From an optimization exercise on the open Yosys and OpenROAD flow, aimed at small area; shortcuts taken in it are not production practice.
Where RTL was checked, it was by simulation tests only, not by an equivalence proof against the original.
No activity file was given, so power comes from the tool's default toggle rates.

try-garnet:
## l1_dcache_ctrl
module l1_dcache_ctrl #(
  parameter int ADDR_WIDTH = 32,
  parameter int DATA_WIDTH = 32,
  parameter int LINE_WORDS = 4,
  parameter int NUM_LINES  = 16
) (
  input  logic                             clk,
  input  logic                             rst,
  input  logic                             cpu_req,
  input  logic                             cpu_we,
  input  logic [ADDR_WIDTH-1:0]            cpu_addr,
  input  logic [DATA_WIDTH-1:0]            cpu_wdata,
  input  logic [DATA_WIDTH/8-1:0]          cpu_wstrb,
  output logic [DATA_WIDTH-1:0]            cpu_rdata,
  output logic                             mem_stall,
  output logic                             mem_req,
  output logic                             mem_we,
  output logic [ADDR_WIDTH-1:0]            mem_addr,
  output logic [DATA_WIDTH*LINE_WORDS-1:0] mem_wdata,
  input  logic [DATA_WIDTH*LINE_WORDS-1:0] mem_rdata,
  input  logic                             mem_ack
);
Size in the first run: roughly 2500 flip-flops, roughly 90000 sq um of cells after synthesis.
export LEC_CHECK = 0
export CAP_MARGIN = 20
export CORE_MARGIN = 2
export CORE_UTILIZATION = 40
export SLEW_MARGIN = 20
export SYNTH_HIERARCHICAL = 1
create_clock -name core_clock -period 10.0 [get_ports {clk}]
standard.sh (not shown) runs the stock make flow with config.mk's settings and CLKGATE_MAP_FILE= SYNTH_SCRIPT=/design/flow/synth_recipe.tcl, a recipe that flattens the netlist after the stock synthesis.
==> flow/flow/run.sh <==
#!/bin/bash
set -euo pipefail
export BUFFER_PORTS_ARGS="-buffer_cell sky130_fd_sc_hd__buf_1"
export CTS_ARGS="-sink_clustering_enable -repair_clock_nets -buf_list sky130_fd_sc_hd__clkbuf_16 -sink_buffer_max_cap_derate 0.04 -sink_clustering_size 30 -sink_clustering_max_diameter 100"
bash standard.sh > standard_flow.log 2>&1
Inputs modified between try-garnet and try-umber:
==> flow/flow/run.sh <==
#!/bin/bash
set -euo pipefail
export BUFFER_PORTS_ARGS="-buffer_cell sky130_fd_sc_hd__buf_1"
export CTS_ARGS="-sink_clustering_enable -repair_clock_nets -buf_list sky130_fd_sc_hd__clkbuf_8 -sink_buffer_max_cap_derate 0.04 -sink_clustering_size 18 -sink_clustering_max_diameter 100"
bash standard.sh > standard_flow.log 2>&1
- Taking try-garnet as the reference, in try-umber global-route wire length before repair +2600 microns; reported net switching power +0.043 mW; design area ~0 delta; fraction of layout instances using a drive strength above 1 +1.2 points; final critical-path share of the clock period ~0 delta.
> inputs changed (try-umber -> try-cedar)
==> flow/run.sh (new file) <==
#!/bin/bash
# synth_recipe.tcl (not shown) runs the flow's synth.tcl, then flattens the netlist and writes it again
# the make line also repeats each setting of config.mk as NAME=value (left out here)
make -C /OpenROAD-flow-scripts/flow DESIGN_CONFIG=/design/flow/config.mk WORK_HOME=/design/flow/orfs CLKGATE_MAP_FILE= SYNTH_SCRIPT=/design/flow/synth_recipe.tcl finish
--- a/flow/config.mk
+++ b/flow/config.mk
@@ -9,4 +9,6 @@
 export CORE_MARGIN = 2
 export CORE_UTILIZATION = 40
+export CTS_BUF_LIST = sky130_fd_sc_hd__clkbuf_8
+export CTS_CLUSTER_SIZE = 30
 export SLEW_MARGIN = 20
 export SYNTH_HIERARCHICAL = 1
removed: flow/flow/run.sh
removed: flow/standard.sh
Notes after the runs:
- try-cedar vs try-umber, core utilization went up by 3.0 points.
- Relative to try-umber, initial antenna violation count decreased by 10 in try-cedar.
- | worst supply voltage drop on vdd | try-cedar vs try-umber | 0.0000049 V higher |
- [compare] base=try-umber new=try-cedar: routed wire length now sits higher, first-pass GRT wire length went up about 2%, clock skew increased 0.034 ns.
Function was not checked in any run of this note: the RTL went through the layout flow alone.

========
l1_dcache_ctrl, a different RTL version from the one above (not shown whole).
For scale: ~2500 flip-flops, roughly 88000 um2 of cells after synthesis.
==> flow/config.mk <==
export PLATFORM = sky130hd
export DESIGN_NAME = l1_dcache_ctrl
export DESIGN_NICKNAME = l1_dcache_ctrl
export VERILOG_FILES = /design/flow/design.v
export SDC_FILE = /design/flow/constraint.sdc
export NUM_CORES = 4
export LEC_CHECK = 0
export CAP_MARGIN = 20
export CORE_MARGIN = 2
export CORE_UTILIZATION = 40
export SLEW_MARGIN = 20
export SYNTH_HIERARCHICAL = 1
==> flow/constraint.sdc <==
create_clock -name core_clock -period 10.0 [get_ports {clk}]
set_input_delay 2.0000 -clock core_clock [delete_from_list [all_inputs] [get_ports {clk}]]
set_output_delay 2.0000 -clock core_clock [all_outputs]
set_load 0.01 [all_outputs]
==> flow/flow/run.sh <==
#!/bin/bash
set -euo pipefail
export BUFFER_PORTS_ARGS="-buffer_cell sky130_fd_sc_hd__buf_1"
export CTS_ARGS="-sink_clustering_enable -repair_clock_nets -dont_use_dummy_load -buf_list {sky130_fd_sc_hd__clkbuf_8 sky130_fd_sc_hd__clkbuf_16} -root_buf sky130_fd_sc_hd__clkbuf_16 -sink_clustering_buffer sky130_fd_sc_hd__clkbuf_8 -sink_buffer_max_cap_derate 0.04 -sink_clustering_size 14 -sink_clustering_max_diameter 60"
bash standard.sh > standard_flow.log 2>&1
The baseline ran to the end with no violations.
==> next run, changes <==
==> flow/flow/run.sh (replaced) <==
#!/bin/bash
set -euo pipefail
export BUFFER_PORTS_ARGS="-buffer_cell sky130_fd_sc_hd__buf_1"
export CTS_ARGS="-sink_clustering_enable -repair_clock_nets -buf_list {sky130_fd_sc_hd__clkbuf_8 sky130_fd_sc_hd__clkbuf_16} -root_buf sky130_fd_sc_hd__clkbuf_16 -sink_clustering_buffer sky130_fd_sc_hd__clkbuf_8 -sink_buffer_max_cap_derate 0.04 -sink_clustering_size 14 -sink_clustering_max_diameter 60"
bash standard.sh > standard_flow.log 2>&1
Result:
- wire length stays flat
- flip-flop and latch count is unchanged
- combinational power hardly moves
- count of clock-buffer cells in the layout grows by 7
- power grows by a few percent
- worst setup slack is about the same
- die area stays the same

========
l1_dcache_ctrl, a different RTL version from the one above (not shown whole).
For scale: ~7300 cells after synthesis, ~2500 flip-flops.
export LEC_CHECK = 0
export CAP_MARGIN = 20
export CORE_MARGIN = 2
export CORE_UTILIZATION = 40
export GPL_TIMING_DRIVEN = 0
export SLEW_MARGIN = 20
export SYNTH_HIERARCHICAL = 1
create_clock -name core_clock -period 10.0 [get_ports {clk}]
==> flow/flow/run.sh <==
#!/bin/bash
set -euo pipefail
export BUFFER_PORTS_ARGS="-buffer_cell sky130_fd_sc_hd__buf_1"
export CTS_ARGS="-sink_clustering_enable -repair_clock_nets -dont_use_dummy_load -buf_list {sky130_fd_sc_hd__buf_6 sky130_fd_sc_hd__buf_8} -root_buf sky130_fd_sc_hd__buf_8 -sink_clustering_buffer sky130_fd_sc_hd__buf_6 -sink_buffer_max_cap_derate 0.04 -sink_clustering_size 14 -sink_clustering_max_diameter 60"
bash standard.sh > standard_flow.log 2>&1
The baseline produced a clean layout.
Change:
==> flow/flow/run.sh (replaced) <==
#!/bin/bash
set -euo pipefail
export BUFFER_PORTS_ARGS="-buffer_cell sky130_fd_sc_hd__buf_1"
export CTS_ARGS="-sink_clustering_enable -repair_clock_nets -dont_use_dummy_load -buf_list {sky130_fd_sc_hd__buf_6 sky130_fd_sc_hd__buf_8} -root_buf sky130_fd_sc_hd__buf_8 -sink_clustering_buffer sky130_fd_sc_hd__buf_6 -sink_buffer_max_cap_derate 0.04 -sink_clustering_size 16 -sink_clustering_max_diameter 60"
bash standard.sh > standard_flow.log 2>&1
CAP_MARGIN = 5   (was 20)
CORE_UTILIZATION = 55   (was 40)
GPL_TIMING_DRIVEN = default   (was 0)
SLEW_MARGIN = 5   (was 20)
Effect: First-iteration DRC count came out lower slightly; global-route usage increases by 9.5 points; non-clock buffer count goes down by 21; power came out lower slightly; via count falls slightly; worst setup slack improves by 0.83 ns; synthesized cell count stays the same; wire length went down by a few percent; synthesized area is unchanged; die area came out lower by a quarter to a third.
Change:
==> flow/flow/run.sh (replaced) <==
#!/bin/bash
set -euo pipefail
export BUFFER_PORTS_ARGS="-buffer_cell sky130_fd_sc_hd__buf_1"
export CTS_ARGS="-sink_clustering_enable -repair_clock_nets -dont_use_dummy_load -buf_list {sky130_fd_sc_hd__buf_6 sky130_fd_sc_hd__buf_8} -root_buf sky130_fd_sc_hd__buf_8 -sink_clustering_buffer sky130_fd_sc_hd__buf_6 -sink_buffer_max_cap_derate 0.04 -sink_clustering_size 14 -sink_clustering_max_diameter 60"
bash standard.sh > standard_flow.log 2>&1
CAP_MARGIN = 20   (was 5)
SLEW_MARGIN = 20   (was 5)
Effect:
- sequential power is about the same
- area after synthesis is unchanged
- wire length barely changes
- count of clock-buffer cells in the layout climbs by 18
- clock skew climbs by 0.016 ns
- die area is unchanged
- sequential share of layout area drops by 0.13 points
- worst hold slack barely changes
Change:
CORE_UTILIZATION = 40   (was 55)
After rerunning:
- via count drops slightly
- clock skew grows by 0.032 ns
- synthesized area does not change
Change:
==> flow/flow/run.sh (replaced) <==
#!/bin/bash
set -euo pipefail
export BUFFER_PORTS_ARGS="-buffer_cell sky130_fd_sc_hd__buf_1"
export CTS_ARGS="-sink_clustering_enable -repair_clock_nets -dont_use_dummy_load -buf_list {sky130_fd_sc_hd__buf_6 sky130_fd_sc_hd__buf_8} -root_buf sky130_fd_sc_hd__buf_8 -sink_clustering_buffer sky130_fd_sc_hd__buf_6 -sink_buffer_max_cap_derate 0.04 -sink_clustering_size 16 -sink_clustering_max_diameter 60"
bash standard.sh > standard_flow.log 2>&1
CORE_UTILIZATION = 55   (was 40)
Result: Cell area decreases by 1.2%; total power drops by 0.85%; worst setup slack improves by 0.15 ns; sequential share of layout area goes up by 0.65 points; maximum frequency rose by 1.7%.

re-timing with driven ports:
In the flow no input, the clock included, has a driving cell. The finished layouts below were timed again as built, in two steps.
Step 1 sets driving cells, clkbuf_16 on the clock port and buf_2 on the other inputs (assumed; they add their load-dependent delay and slew).
Step 2 times the ports against the registers' clock, not the clock port: input delays grow and output delays shrink by t, the midpoint of the rising clock arrivals with the driver on.
Three values: ideal, step 1, step 2; two values: the first two.
run	t, ns	setup WS [ns]	worst setup path at the end	worst register clock-pin slew, ns	cell pins on the clock port's net
try-garnet	0.838	0.758 / 0.723 / 0.723	input to output	0.12 / 0.12	1
try-umber	1.000	0.745 / 0.710 / 0.710	input to output	0.12 / 0.12	1
try-cedar	1.116	0.641 / 0.543 / 0.501	input to register	0.08 / 0.08	1
the first run of note 2	0.868	0.975 / 0.947 / 0.947	input to output	0.09 / 0.09	1
the second run of note 2	0.901	0.976 / 0.948 / 0.948	input to output	0.10 / 0.10	1
the first run of note 3	0.926	0.164 / 0.140 / 0.140	input to output	0.11 / 0.11	1
the second run of note 3	0.909	0.994 / 0.970 / 0.582	input to register	0.12 / 0.12	1
the third run of note 3	0.903	1.149 / 1.118 / 0.687	input to register	0.11 / 0.11	1
the fourth run of note 3	0.962	0.836 / 0.815 / 0.654	input to register	0.11 / 0.11	1
the fifth run of note 3	0.910	0.985 / 0.954 / 0.591	input to register	0.12 / 0.12	1
After both steps setup and hold are still met in every run listed. The setup slack of the third run of note 3, which loses most, moves by -0.031 ns with the drivers and by -0.462 ns with both steps.
